Background: an optimization exercise with open tools, aiming at small area, a short achievable clock period and few clock cycles per item. Do not read the settings as production practice.
Function was checked by simulation only, so behaviour that the tests miss may differ from the original.
Power figures rest on the tool's default switching activity, not on a simulated workload.

## flow/design.v (module list and top-level ports; edited modules follow where they fit)
// module kernel_loader: 43 lines
// module window_shifter: 38 lines
// module mult_adder: 1565 lines
// module conv_result: 30 lines
// module conv_engine: 64 lines
module conv_engine (
  input  logic                 clock,
  input  logic                 reset,
  input  conv_pkg::pixel_t     pixel_in,
  input  logic                 pixel_strobe,
  input  conv_pkg::weight_t    weight_in,
  input  conv_pkg::tap_index_t weight_addr,
  input  logic                 weight_strobe,
  input  conv_pkg::result_t    bias_in,
  input  logic                 relu_enable,
  output conv_pkg::result_t    result_out,
  output logic                 result_valid,
  output logic                 overflow
);
  // ...
==> flow/flow/run.sh <==
#!/bin/bash
# Standard layout, with one netlist clean-up between synthesis and floorplan:
# fixinv.py removes inverters between full adders by choosing each adder's
# polarity (registers and all other cells are kept as synthesized).
set -euo pipefail
work=$PWD
res=$work/orfs/results/$FLOW_PLATFORM/conv_engine/base

bash standard.sh synth > synth.log 2>&1
python3 flow/fixinv.py "$res/1_2_yosys.v" "$work/1_2_yosys.fixinv.v" > fixinv.log 2>&1
cp "$work/1_2_yosys.fixinv.v" "$res/1_2_yosys.v"
rm -f "$res/1_synth.odb" "$res/1_synth.sdc"
bash standard.sh finish > layout.log 2>&1
==> flow/flow/fixinv.py <==
#!/usr/bin/env python3
"""Remove inverters between full adders of a flat sky130 gate netlist.

A full adder computes the complements of both its outputs when all three of
its inputs are complemented.  Every full adder gets a polarity (taken as is,
or fed complemented inputs and read as complemented outputs), and so does every
xor2 (by becoming an xnor2 of the same size), chosen by simulated annealing to need as few inverters as possible; the inverters are then rebuilt:
at most one per net, where some load needs the complement.  Registers and
every other cell keep their names, types and function.

usage: fixinv.py IN.v OUT.v
"""
import re
import sys
from collections import defaultdict

OUT_PINS = {"X", "Y", "Q", "Q_N", "SUM", "COUT", "HI", "LO"}
INV_RE = re.compile(r"sky130_fd_sc_hd__(clk)?inv_\d+$")
FA_RE = re.compile(r"sky130_fd_sc_hd__fa_\d+$")
XOR_RE = re.compile(r"sky130_fd_sc_hd__x(n?)or2_(\d+)$")
INST_RE = re.compile(r"^(\s*)(sky130_fd_sc_hd__\w+)\s+(\S+)\s*\((.*?)\);", re.M | re.S)
PIN_RE = re.compile(r"\.(\w+)\(([^()]*)\)")


def main():
    src, dst = sys.argv[1], sys.argv[2]
    text = open(src).read()
    insts = []
    for m in INST_RE.finditer(text):
        pins = [(p, n.strip()) for p, n in PIN_RE.findall(m.group(4))]
        insts.append({"span": m.span(), "indent": m.group(1), "type": m.group(2),
                      "name": m.group(3), "pins": pins})

    # ports: names in the module header's output declarations
    out_ports = set()
    for m in re.finditer(r"^\s*output\s+(\[[^\]]+\]\s*)?(\S+);", text, re.M):
        rng, name = m.group(1), m.group(2)
        if rng:
            hi, lo = [int(x) for x in rng.strip()[1:-1].split(":")]
            for i in range(min(hi, lo), max(hi, lo) + 1):
                out_ports.add(f"{name}[{i}]")
        else:
            out_ports.add(name)

    driver = {}
    loads = defaultdict(list)  # net -> [(inst index, pin)]
    for k, c in enumerate(insts):
        for p, n in c["pins"]:
            if p in OUT_PINS:
                driver[n] = (k, p)
            else:
                loads[n].append((k, p))

    # removable inverters: output drives only cell pins, not a port
    removable = set()
    for k, c in enumerate(insts):
        if INV_RE.match(c["type"]):
            y = dict(c["pins"]).get("Y")
            if y is not None and y not in out_ports and loads[y]:
                removable.add(k)

    def root(net):
        par = 0
        seen = 0
        while net in driver and driver[net][0] in removable and seen < 64:
            k = driver[net][0]
            net = dict(insts[k]["pins"])["A"]
            par ^= 1
            seen += 1
        return net, par

    fa = [k for k, c in enumerate(insts) if FA_RE.match(c["type"])]
    is_fa = set(fa)
    # an xor2 turned into an xnor2 (same size) complements its output, so it
    # can take a polarity too, with no condition on its inputs
    xors = [k for k, c in enumerate(insts) if XOR_RE.match(c["type"])]
    movable = fa + xors
    # sinks: (root net, parity, sink inst or None, pin)
    sinks = []
    for k, c in enumerate(insts):
        if k in removable:
            continue
        for p, n in c["pins"]:
            if p in OUT_PINS:
                continue
            r, par = root(n)
            sinks.append((r, par, k, p))
    # inverters feeding output ports stay, their inputs are sinks already

    flip = defaultdict(int)
    by_root = defaultdict(list)
    for s in sinks:
        by_root[s[0]].append(s)
    src_of = {}
    for r in by_root:
        if r in driver and (driver[r][0] in is_fa or XOR_RE.match(insts[driver[r][0]]["type"])):
            src_of[r] = driver[r][0]
    # the nets touching each full adder
    fa_nets = defaultdict(set)
    for r, lst in by_root.items():
        if r in src_of:
            fa_nets[src_of[r]].add(r)
        for s in lst:
            if s[2] in is_fa:
                fa_nets[s[2]].add(r)

    def net_cost(r):
        f_src = flip[src_of[r]] if r in src_of else 0
        need = False
        for (_, par, k, _) in by_root[r]:
            f_snk = flip[k] if k in is_fa else 0
            if par ^ f_src ^ f_snk:
                need = True
                break
        return 1 if need else 0

    def total():
        return sum(net_cost(r) for r in by_root)

    before = total()
    # simulated annealing over the polarities, seeded for a repeatable result
    import math
    import random
    rng = random.Random(1)
    cur = before
    best = cur
    best_flip = dict(flip)
    steps = 4000 * max(1, len(movable))
    temp0, temp1 = 2.0, 0.05
    for step in range(steps):
        temp = temp0 * (temp1 / temp0) ** (step / steps)
        x = movable[rng.randrange(len(movable))]
        nets = fa_nets[x]
        old = sum(net_cost(r) for r in nets)
        flip[x] ^= 1
        new = sum(net_cost(r) for r in nets)
        d = new - old
        if d <= 0 or rng.random() < math.exp(-d / temp):
            cur += d
            if cur < best:
                best = cur
                best_flip = dict(flip)
        else:
            flip[x] ^= 1
    flip.clear()
    flip.update(best_flip)
    passes = steps
    after = total()

    # rebuild: new pin connections and inverters
    newpin = {}  # (inst, pin) -> net
    inv_of = {}
    add = []
    count = 0
    for r, lst in by_root.items():
        f_src = flip[src_of[r]] if r in src_of else 0
        for (_, par, k, p) in lst:
            f_snk = flip[k] if k in is_fa else 0
            if par ^ f_src ^ f_snk:
                if r not in inv_of:
                    count += 1
                    nn = f"_fixinv_{count}_"
                    inv_of[r] = nn
                    add.append((r, nn))
                newpin[(k, p)] = inv_of[r]
            else:
                newpin[(k, p)] = r

    out = []
    pos = 0
    for k, c in enumerate(insts):
        a, b = c["span"]
        out.append(text[pos:a])
        pos = b
        if k in removable:
            continue
        if k in xors and flip[k]:
            m = XOR_RE.match(c["type"])
            assert m
            c["type"] = f"sky130_fd_sc_hd__{'x' if m.group(1) else 'xn'}or2_{m.group(2)}"
        swapped = k in xors and flip[k]
        pins = []
        for p, n in c["pins"]:
            q = p
            if swapped and p in ("X", "Y"):
                # xor2's output pin is X, xnor2's is Y
                q = "Y" if p == "X" else "X"
            pins.append((q, newpin.get((k, p), n)))
        body = ",\n".join(f"    .{p}({n}{' ' if n.startswith(chr(92)) else ''})" for p, n in pins)
        out.append(f"{c['indent']}{c['type']} {c['name']} (\n{body}\n  );")
    out.append(text[pos:])
    res = "".join(out)
    decl = "".join(f"  wire {nn};\n" for _, nn in add)
    cells = "".join(
        f"  sky130_fd_sc_hd__inv_1 {nn}inv (\n    .A({r}{' ' if r.startswith(chr(92)) else ''}),\n    .Y({nn})\n  );\n"
        for r, nn in add)
    i = res.rindex("endmodule")
    res = res[:i] + cells + res[i:]
    # declare the new wires after the module header
    j = res.index(";", res.index("module ")) + 1
    res = res[:j] + "\n" + decl + res[j:]
    open(dst, "w").write(res)
    nfl = sum(flip[x] for x in fa)
    nxf = sum(flip[x] for x in xors)
    print(f"fixinv: {len(removable)} inverters before, {len(add)} after "
          f"(cost {before} -> {after}), {nfl} of {len(fa)} full adders flipped, {nxf} of {len(xors)} xor2 swapped")


if __name__ == "__main__":
    main()
==> flow/standard.sh <==
#!/bin/bash
# synth_recipe.tcl (not shown) runs the flow's synth.tcl, then flattens the netlist and writes it again
# the make line also repeats each setting of config.mk as NAME=value (left out here)
make -C /OpenROAD-flow-scripts/flow DESIGN_CONFIG=/design/flow/config.mk WORK_HOME=/design/flow/orfs CLKGATE_MAP_FILE= SYNTH_SCRIPT=/design/flow/synth_recipe.tcl "${@:-finish}"
==> flow/config.mk <==
export PLATFORM = sky130hd
export DESIGN_NAME = conv_engine
export DESIGN_NICKNAME = conv_engine
export VERILOG_FILES = /design/flow/design.v
export SDC_FILE = /design/flow/constraint.sdc
export NUM_CORES = 4
export LEC_CHECK = 0
export ABC_AREA = 1
export CAP_MARGIN = 20
export CORE_MARGIN = 2
export CORE_UTILIZATION = 30
export SETUP_SLACK_MARGIN = 3.2
export SLEW_MARGIN = 20
export TNS_END_PERCENT = 20
==> flow/constraint.sdc <==
create_clock -name core_clock -period 5.5 [get_ports {clock}]
set_input_delay 1.1000 -clock core_clock [delete_from_list [all_inputs] [get_ports {clock}]]
set_output_delay 1.1000 -clock core_clock [all_outputs]
set_load 0.01 [all_outputs]
==> out/results.tsv, run 1 <==
metric	value	unit
Largest regs	window_shifter_inst.hist: 144 flops, kernel_loader_inst.enc: 108 flops	
fin cells	3449	
Via-to-Cell Ratio	4.73	
post_cts resized	48	
share of cells above drive strength 1	12.2	%
Initial Util	30.3	%
Post-DRT Antenna Nets	0	
clock latency (worst-skew pair)	0.64	ns
top sig layer	met5	
Non-CTS inverters	94	
Pleak	12.3	nW
commonest non-fill, non-tap cell in the layout	fa_1	
DR DRC count	0	
initial antenna violation count	6	
Mapped Area	28200	um2
met1 usage	22.8	%
CP max stage cell	edfxtp_1	
status	finished clean	
Setup TNS	0	ns
HPWL after detailed placement	62700	um
family with the most delay on the worst path	adder cells	
reg2reg end	mult_adder_inst.q1_409	
met1 wire length	34800	um
Period minus WS final	2.35	ns
Clock Buffer Count	83	
Testbench counts, summed over its fixed seeds: cycles 16,416, results 16,240.
==> inputs of run 2 (changes only) <==
--- a/flow/flow/run.sh
+++ b/flow/flow/run.sh
@@ -11,3 +11,5 @@
 cp "$work/1_2_yosys.fixinv.v" "$res/1_2_yosys.v"
 rm -f "$res/1_synth.odb" "$res/1_synth.sdc"
-bash standard.sh finish > layout.log 2>&1
+# clock tree without dummy loads
+# ports buffered with plain buffers (the default pick is a delay cell)
+bash standard.sh CTS_ARGS="-sink_clustering_enable -repair_clock_nets -dont_use_dummy_load" BUFFER_PORTS_ARGS="-buffer_cell sky130_fd_sc_hd__buf_2" finish > layout.log 2>&1
--- a/flow/flow/fixinv.py
+++ b/flow/flow/fixinv.py
@@ -60,4 +60,10 @@
                 removable.add(k)
 
+    fa = [k for k, c in enumerate(insts) if FA_RE.match(c["type"])]
+    is_fa = set(fa)
+    # an xor2 turned into an xnor2 (same size) complements its output, so it
+    # can take a polarity too, with no condition on its inputs
+    xors = [k for k, c in enumerate(insts) if XOR_RE.match(c["type"])]
+
     def root(net):
         par = 0
@@ -70,11 +76,19 @@
         return net, par
 
-    fa = [k for k, c in enumerate(insts) if FA_RE.match(c["type"])]
-    is_fa = set(fa)
-    # an xor2 turned into an xnor2 (same size) complements its output, so it
-    # can take a polarity too, with no condition on its inputs
-    xors = [k for k, c in enumerate(insts) if XOR_RE.match(c["type"])]
     movable = fa + xors
-    # sinks: (root net, parity, sink inst or None, pin)
+    # an xor2 or xnor2 reads its inputs' root nets directly: an inverted input
+    # only complements its output, which its type (xor2 or xnor2) absorbs
+    xor_set = set(xors)
+    xor_par = {}
+    xor_in = {}
+    for k in xors:
+        par = 1 if XOR_RE.match(insts[k]["type"]).group(1) else 0
+        for p, n in insts[k]["pins"]:
+            if p in ("A", "B"):
+                r, pp = root(n)
+                xor_in[(k, p)] = r
+                par ^= pp
+        xor_par[k] = par  # 1: the output is xnor of the root nets
+    # sinks: (root net, parity, sink inst, pin)
     sinks = []
     for k, c in enumerate(insts):
@@ -82,5 +96,5 @@
             continue
         for p, n in c["pins"]:
-            if p in OUT_PINS:
+            if p in OUT_PINS or (k, p) in xor_in:
                 continue
             r, par = root(n)
@@ -175,9 +189,10 @@
         if k in removable:
             continue
-        if k in xors and flip[k]:
+        swapped = False
+        if k in xor_set:
             m = XOR_RE.match(c["type"])
-            assert m
-            c["type"] = f"sky130_fd_sc_hd__{'x' if m.group(1) else 'xn'}or2_{m.group(2)}"
-        swapped = k in xors and flip[k]
+            want_xnor = xor_par[k] ^ flip[k]
+            swapped = bool(want_xnor) != bool(m.group(1))
+            c["type"] = f"sky130_fd_sc_hd__{'xn' if want_xnor else 'x'}or2_{m.group(2)}"
         pins = []
         for p, n in c["pins"]:
@@ -186,5 +201,5 @@
                 # xor2's output pin is X, xnor2's is Y
                 q = "Y" if p == "X" else "X"
-            pins.append((q, newpin.get((k, p), n)))
+            pins.append((q, xor_in.get((k, p), newpin.get((k, p), n))))
         body = ",\n".join(f"    .{p}({n}{' ' if n.startswith(chr(92)) else ''})" for p, n in pins)
         out.append(f"{c['indent']}{c['type']} {c['name']} (\n{body}\n  );")
==> run 2 against run 1 <==
  * Fmax fell by 0.83%
  * Critical endpoint is now mult_adder_inst.q1_495
  * Largest cell class unchanged
  * Register-to-register slack got worse by 0.02 ns
  * Cell count fell by 2.1%
  * Power is 0.23% lower
  * Largest power group unchanged
  * Clock power decreased by 6.9%
==> out/results.tsv, run 2 <==
metric	value	unit	change
Period minus WS final	2.37	ns	was 2.35 ns
met1 wire length	35800	um	was 34,800 um
Final nets	2538		was 2,561
max FFs per register	144		unchanged
fill cell count	9003		was 8,974
hold_ws	0.334	ns	was 0.328 ns
DR iter-0 viols	1683		was 1,826
total gr overflow	0		unchanged
vias in the first global route	17185		was 16,485
top sig layer	met5		unchanged
DR WL met3	5630	um	was 6270 um
post-route design area	32100	um2	was 32,700 um2
initial antenna violation count	9		was 6
Post-Route Skew	0.0579	ns	was 0.0253 ns
GP Congestion	0.954		was 0.934
HPWL after detailed placement	63400	um	was 62,700 um
DR WL/cell	24.6	um	was 23.4 um
Hold/Removal Path Class	reg2reg		unchanged
DR DRC count	0		unchanged
Pleak	12.3	nW	about the same
Die ar.	96000	um2	was 96,500 um2
RSZ-0062 raised after global routing	true		unchanged
most frequent cells in the layout	fa_1, xor2_1, dfxtp_1		was fa_1, dfxtp_1, edfxtp_1
Setup TNS	0	ns	unchanged
largest net degree at the start of global routing	82		was 64
Num CTS Buffers	66		was 59
P per Cell Area	641	nW/um2	was 630 nW/um2
Clock Tree Root	clkbuf_16		unchanged
Crit Path Class	reg2reg		unchanged
Die H	310	um	was 311 um
Multi-input gate area	13400	um2	was 13,500 um2
Core Util, Final	34.5	%	was 35.1%
Antenna Cells	0		was 1
Crit. Startpoint	window_shifter_inst.hist[2][6]		was kernel_loader_inst.enc[86]
synth warn	6		unchanged
Hold Vio Cnt, Final	0		unchanged
Mapped Area	28100	um2	was 28,200 um2
P&R area growth vs syn	14.2	%	was 15.9%
Final Max Slew Viols	0		unchanged
Mean Syn Cell Area	13.6	um2	was 13.4 um2
wirelength, routed	83200	um	was 80,700 um
placed inst area	29400	um2	was 29,800 um2
Slew headroom	28.9	%	was 26.2%
max cap viols	0		unchanged
TritonCTS clock tree	yes		unchanged
Core ar.	93000	um2	was 93,200 um2
hold_sp	bias_r[1]		was mult_adder_inst.q2_839
R2R Path Start	window_shifter_inst.hist[2][6]		was kernel_loader_inst.enc[86]
Setup Viol. Count Final	0		unchanged
Initial Util	30.2	%	was 30.3%
Critical Path End Type	register		unchanged
# IOs	59		unchanged
startpoint types	register		unchanged
GRT Overall Usage	17.5	%	was 16.4%
Cell Rows	112		unchanged
clock latency (worst-skew pair)	0.61	ns	was 0.64 ns
commonest non-fill, non-tap cell in the layout	fa_1		unchanged
Pre-Repair DR Iteration Count	7		was 6
Largest regs	window_shifter_inst.hist: 144 flops, kernel_loader_inst.enc: 108 flops		unchanged
met2 WL	38500	um	was 36,900 um
routed vias	16260		was 16,316
Synth Instances	2064		was 2,098
CP Max Fanout	9		was 3
Die Width	310	um	was 311 um
maximum VDD drop	0.319	mV	was 0.284 mV
Final Cycle Share	43.1	%	was 42.7%
Worst Path Required	5.97	ns	was 6.01 ns
Fmax achieved	422	MHz	was 426 MHz
Top reg by flops	window_shifter_inst.hist		unchanged
Worst-Margin Slew	1.06	ns	was 1.11 ns
Reg area	14100	um2	about the same
clock-pin slew on the worst setup and hold paths	0.06	ns	about the same
H-tree Lvls	3		was 2
clock sinks	571		unchanged
Via-to-Cell Ratio	4.82		was 4.73
first-pass GRT wire length	119000	um	was 115,000 um
status	finished clean		unchanged
CP arrival	2.84	ns	was 2.85 ns
Post-DRT Antenna Nets	0		unchanged
share of cells above drive strength 1	13.8	%	was 12.2%
IO Port Bufs	58		unchanged
Post-Syn Nets	2479		was 2,513
Bufs on Longest Clock Path	3		unchanged
-- run 2: final cells by class --
cell class,instances,area share (%)
Clock buffer,66,5.15
Inverter,60,0.714
Multi-Input combinational cell,1269,41.9
Sequential cell,571,43.9
Tap cell,1254,4.89
Timing Repair Buffer,155,3.51
-- run 2: per-stage QoR --
stage,worst slack (ns),instances,power (mW)
after global placement,2.89,3215,16.3
after floorplan,3.16,2064,12.5
after global routing,3.09,3375,22.2
after detailed placement,2.93,3215,16.5
final,3.13,3375,20.6
after CTS,3.11,3333,20.4
-- run 2: worst max-delay path, stage by stage (launching register included) --
cell and delay (ns):
edfxtp_1 0.70, o22ai_1 0.19, xor2_1 0.19, fa_1 0.70, fa_1 0.48
-- run 2: final timing paths --
check	end	slack [ns]	cells after the start
max in group asynchronous	window_shifter_inst.strobe_r	4.18	1
hold reg to reg	mult_adder_inst.q2_772	0.33	0
setup / recovery	mult_adder_inst.q1_495	3.13	4
hold / removal	mult_adder_inst.q2_772	0.33	0
min in group asynchronous	conv_result_inst.overflow	0.64	1
setup reg to reg	mult_adder_inst.q1_495	3.13	4
-- run 2: power by group --
part / total (mW) / internal, mW / switching [mW] / leakage [nW]
sequential: 6.93 / 5.94 / 0.991 / 5.26
combinational: 9.95 / 4.31 / 5.64 / 6.26
clock: 3.67 / 2.10 / 1.57 / 0.813
total: 20.6 / 12.4 / 8.21 / 12.3
-- run 2: layer usage --
layer / global-route usage [%] / up-vias
li1: - / 7021
met5: 0 / -
met4: 6.27 / 2
met3: 2.98 / 149
met1: 24.0 / 8342
met2: 27.8 / 746
-- run 2: repair_timing --
item | 4_1_cts | 5_1_grt
cloned | 2 | 0
setup endpoints to repair | 68 | 126
gates resized for setup | 10 | 45
hold buffers | 0 | 0
buffers inserted | 50 | 42
pin swaps | 4 | 15
==> inputs of run 3 (changes only) <==
==> flow/flow/run.sh (replaced) <==
#!/bin/bash
# Standard layout, with one netlist clean-up between synthesis and floorplan:
# fixinv.py removes inverters around full adders and xor gates by choosing
# each one's polarity (registers and all other cells are kept as synthesized).
# Yosys then proves the cleaned netlist equivalent to the synthesized one; if
# that proof fails, the synthesized netlist is laid out unchanged.
set -euo pipefail
work=$PWD
res=$work/orfs/results/$FLOW_PLATFORM/conv_engine/base
lib=$FLOW_HOME/platforms/$FLOW_PLATFORM/lib/sky130_fd_sc_hd__tt_025C_1v80.lib
yosys=$(command -v yosys || echo "$FLOW_HOME/../tools/install/yosys/bin/yosys")

bash standard.sh synth > synth.log 2>&1
cp "$res/1_2_yosys.v" "$work/1_2_yosys.synth.v"
python3 flow/fixinv.py "$work/1_2_yosys.synth.v" "$work/1_2_yosys.fixinv.v" > fixinv.log 2>&1

cat > eqcheck.ys <<EOT
read_liberty -ignore_miss_func $lib
read_verilog $work/1_2_yosys.synth.v
rename $FLOW_TOP gold
read_verilog $work/1_2_yosys.fixinv.v
rename $FLOW_TOP gate
flatten gold gate
opt_clean
rename -hide gold/w:_* gate/w:_*
rename -hide gold/w:*.A gold/w:*.B gold/w:*.CIN gold/w:*.SUM gold/w:*.COUT gold/w:*.Y gold/w:*.X
rename -hide gate/w:*.A gate/w:*.B gate/w:*.CIN gate/w:*.SUM gate/w:*.COUT gate/w:*.Y gate/w:*.X
rename -hide gold/w:mult_adder_inst.s* gold/w:mult_adder_inst.c* gold/w:mult_adder_inst.pp*
rename -hide gate/w:mult_adder_inst.s* gate/w:mult_adder_inst.c* gate/w:mult_adder_inst.pp*
async2sync
equiv_make gold gate eq
hierarchy -top eq
equiv_simple
equiv_status -assert
EOT
if "$yosys" -l eqcheck.log eqcheck.ys > /dev/null 2>&1; then
  cp "$work/1_2_yosys.fixinv.v" "$res/1_2_yosys.v"
  rm -f "$res/1_synth.odb" "$res/1_synth.sdc"
  echo "fixinv: equivalence proven, cleaned netlist used" >> fixinv.log
else
  echo "fixinv: equivalence not proven, synthesized netlist kept" >> fixinv.log
fi

# clock tree without dummy loads, ports buffered with plain buffers (the
# default pick is a delay cell)
bash standard.sh CTS_ARGS="-sink_clustering_enable -repair_clock_nets -dont_use_dummy_load -buf_list sky130_fd_sc_hd__clkbuf_8" BUFFER_PORTS_ARGS="-buffer_cell sky130_fd_sc_hd__buf_2" finish > layout.log 2>&1
--- a/flow/flow/fixinv.py
+++ b/flow/flow/fixinv.py
@@ -75,4 +75,5 @@
             seen += 1
         return net, par
+
 
     movable = fa + xors
@@ -107,7 +108,11 @@
         by_root[s[0]].append(s)
     src_of = {}
+    fixed = set()  # cells driving a port keep their polarity
     for r in by_root:
         if r in driver and (driver[r][0] in is_fa or XOR_RE.match(insts[driver[r][0]]["type"])):
             src_of[r] = driver[r][0]
+    for k in movable:
+        if any(n in out_ports for p, n in insts[k]["pins"] if p in OUT_PINS):
+            fixed.add(k)
     # the nets touching each full adder
     fa_nets = defaultdict(set)
@@ -145,4 +150,6 @@
         temp = temp0 * (temp1 / temp0) ** (step / steps)
         x = movable[rng.randrange(len(movable))]
+        if x in fixed:
+            continue
         nets = fa_nets[x]
         old = sum(net_cost(r) for r in nets)
@@ -193,4 +200,9 @@
             m = XOR_RE.match(c["type"])
             want_xnor = xor_par[k] ^ flip[k]
+            # an input read from a source that was given the other polarity
+            for p in ("A", "B"):
+                r = xor_in.get((k, p))
+                if r in src_of:
+                    want_xnor ^= flip[src_of[r]]
             swapped = bool(want_xnor) != bool(m.group(1))
             c["type"] = f"sky130_fd_sc_hd__{'xn' if want_xnor else 'x'}or2_{m.group(2)}"
--- a/flow/config.mk
+++ b/flow/config.mk
@@ -12,3 +12,3 @@
 export SETUP_SLACK_MARGIN = 3.2
 export SLEW_MARGIN = 20
-export TNS_END_PERCENT = 20
+export TNS_END_PERCENT = 10
==> run 3 against run 2 <==
  * Still clean
  * Critical path depth down 1
  * Synthesized cell count unchanged
  * Setup slack worse by 0.058 ns
  * Hold slack worse by 0.014 ns
  * Via count about the same
  * Cell count down 0.21%
  * Core utilization down 0.71 points
  * Power down 3.1%
  * Critical path type unchanged
  * Largest power group unchanged
  * Highest routed layer unchanged
==> out/results.tsv, run 3 <==
metric	value	unit	change
status	finished clean		unchanged
Initial Util	30.2	%	unchanged
max cap viols	0		unchanged
CP Max Fanout	10		was 9
worst r2r path cells	3		was 4
Cell Rows	112		unchanged
synth warn	6		unchanged
Via-to-Cell Ratio	4.83		was 4.82
Post-Route Skew	0.112	ns	was 0.0579 ns
Slew headroom	27.4	%	was 28.9%
Post-DRT Antenna Nets	0		unchanged
Crit. Startpoint	kernel_loader_inst.enc[89]		was window_shifter_inst.hist[2][6]
largest net degree at the start of global routing	82		unchanged
placed cells	3215		unchanged
maximum VDD drop	0.305	mV	was 0.319 mV
share of cells above drive strength 1	12.8	%	was 13.8%
Worst R2R Setup Slack	3.07	ns	was 3.13 ns
Mean Syn Cell Area	13.6	um2	unchanged
Period minus WS final	2.43	ns	was 2.37 ns
hold_ws	0.320	ns	was 0.334 ns
commonest non-fill, non-tap cell in the layout	fa_1		unchanged
Worst-Margin Slew	1.09	ns	was 1.06 ns
Bufs on Longest Clock Path	3		unchanged
TritonCTS clock tree	yes		unchanged
CP arrival	2.92	ns	was 2.84 ns
Core Util, Final	33.8	%	was 34.5%
Largest regs	window_shifter_inst.hist: 144 flops, kernel_loader_inst.enc: 108 flops		unchanged
Num CTS Buffers	100		was 66
clock-pin slew on the worst setup and hold paths	0.06	ns	about the same
routed vias	16273		was 16,260
GRT Overall Usage	17.5	%	about the same
Pre-Repair DR Iteration Count	9		was 7
pre-CTS setup slack	2.93	ns	unchanged
Clock Tree Root	clkbuf_8		was clkbuf_16
R2R Path Start	kernel_loader_inst.enc[89]		was window_shifter_inst.hist[2][6]
initial antenna violation count	11		was 9
total gr overflow	0		unchanged
Top reg by flops	window_shifter_inst.hist		unchanged
first-pass GRT wire length	120000	um	was 119,000 um
Fmax achieved	412	MHz	was 422 MHz
clock latency (worst-skew pair)	0.74	ns	was 0.61 ns
fin cells	3368		was 3,375
Synth Instances	2064		unchanged
Final nets	2529		was 2,538
startpoint types	register		unchanged
Die Width	310	um	unchanged
placed inst area	29400	um2	unchanged
Worst Path Required	6.00	ns	was 5.97 ns
Post-Syn Nets	2479		unchanged
Mapped Area	28100	um2	unchanged
# IOs	59		unchanged
max FFs per register	144		unchanged
RSZ-0062 raised after global routing	true		unchanged
DR DRC count	0		unchanged
Core ar.	93000	um2	unchanged
vias in the first global route	17343		was 17,185
Hold Vio Cnt, Final	0		unchanged
Setup TNS	0	ns	unchanged
Critical Path End Type	register		unchanged
Pleak	12.0	nW	was 12.3 nW
H-tree Lvls	3		unchanged
Final Cycle Share	44.1	%	was 43.1%
P&R area growth vs syn	11.9	%	was 14.2%
worst setup margin	3.07	ns	was 3.13 ns
Hold/Removal Path Class	reg2reg		unchanged
HPWL after detailed placement	63400	um	unchanged
Crit Path Class	reg2reg		unchanged
GP Congestion	0.954		unchanged
Design Power	19.9	mW	was 20.6 mW
Die ar.	96000	um2	unchanged
Die H	310	um	unchanged
reg2reg end	mult_adder_inst.q2_780		was mult_adder_inst.q1_495
Setup Viol. Count Final	0		unchanged
IO Port Bufs	58		unchanged
Final Max Slew Viols	0		unchanged
most frequent cells in the layout	fa_1, dfxtp_1, xor2_1		was fa_1, xor2_1, dfxtp_1
CP Capture Point	mult_adder_inst.q2_780		was mult_adder_inst.q1_495
clock sinks	571		unchanged
P per Cell Area	634	nW/um2	was 641 nW/um2
post-route design area	31400	um2	was 32,100 um2
DR WL/cell	24.7	um	was 24.6 um
DR iter-0 viols	1599		was 1,683
wirelength, routed	83300	um	was 83,200 um
-- run 3: what timing repair did --
item                                    in CTS  in global routing
endpoints found under the setup margin     123                118
gates cloned                                 0                  2
resized for setup                            0                 39
pin swaps                                    0                 10
hold buffers                                 0                  0
setup buffers                               37                 12
-- run 3: worst max-delay path, stage by stage, from the launching register on --
cell and delay [ns]:
edfxtp_1 0.70, fa_1 0.56, fa_1 0.45, fa_1 0.53
-- run 3: how the worst min path moves through the flow --
stage | startpoint | to | slack, ns | depth (start not counted)
2_1_floorplan | bias_r[1] | mult_adder_inst.q2_772 | 0.31 | 0
3_3_place_gp | mult_adder_inst.q2_839 | mult_adder_inst.q3_961 | 0.32 | 0
3_5_place_dp | mult_adder_inst.q2_839 | mult_adder_inst.q3_961 | 0.32 | 0
4_1_cts | mult_adder_inst.q2_839 | mult_adder_inst.q3_961 | 0.33 | 0
5_1_grt | mult_adder_inst.q2_839 | mult_adder_inst.q3_961 | 0.33 | 0
6_report | mult_adder_inst.q2_839 | mult_adder_inst.q3_961 | 0.32 | 0
-- run 3: where the power goes --
group | total (mW) | leakage (nW) | internal, mW | switching (mW)
clock network | 3.13 | 0.719 | 1.59 | 1.54
registers | 6.95 | 5.26 | 5.95 | 1.01
logic | 9.83 | 6.04 | 4.24 | 5.59
-- run 3: cell type report --
| cell class | instances | area (um2) |
|---|---|---|
| antenna | 2 | 5.00 |
| tap | 1254 | 1570 |
| fill | 9067 | 61600 |
| timing repair buffer | 112 | 796 |
| clock buffer | 100 | 1380 |
| sequential | 571 | 14100 |
| multi-input combinational | 1269 | 13400 |
| inverter | 60 | 229 |
-- run 3: per-layer routing --
metal  up-vias  wire length (um)  GRT usage (%)
li1       6996                 -              -
met1      8400             35900           23.9
met2       722             39000           28.1
met3       153              5510           3.13
met4         2              2800           5.92
met5         -                 7              0

-- afterwards: timing with drivers on the ports --
No port has a modelled driver above. Below, the same layouts with a new extraction and two added sets of constraints. Step 1 sets driving cells, clkbuf_16 on the clock port and buf_2 on the other inputs (assumed; they add their load-dependent delay and slew). Step 2, shift: input delay + t, output delay - t, t = (earliest + latest rising clock arrival at the registers) / 2. This alone moves slack from input paths to output paths. Three values: ideal ports, drivers, drivers and shift; two values: the first two.
| run | t, ns | setup WS [ns] | pins driven straight from the clock port |
|---|---|---|---|
| run 1 | 0.697 | 3.152 / 3.123 / 3.152 | 1 |
| run 2 | 0.647 | 3.132 / 3.132 / 3.132 | 1 |
| run 3 | 0.741 | 3.075 / 3.075 / 3.075 | 1 |
After both steps every run listed still meets setup and hold.
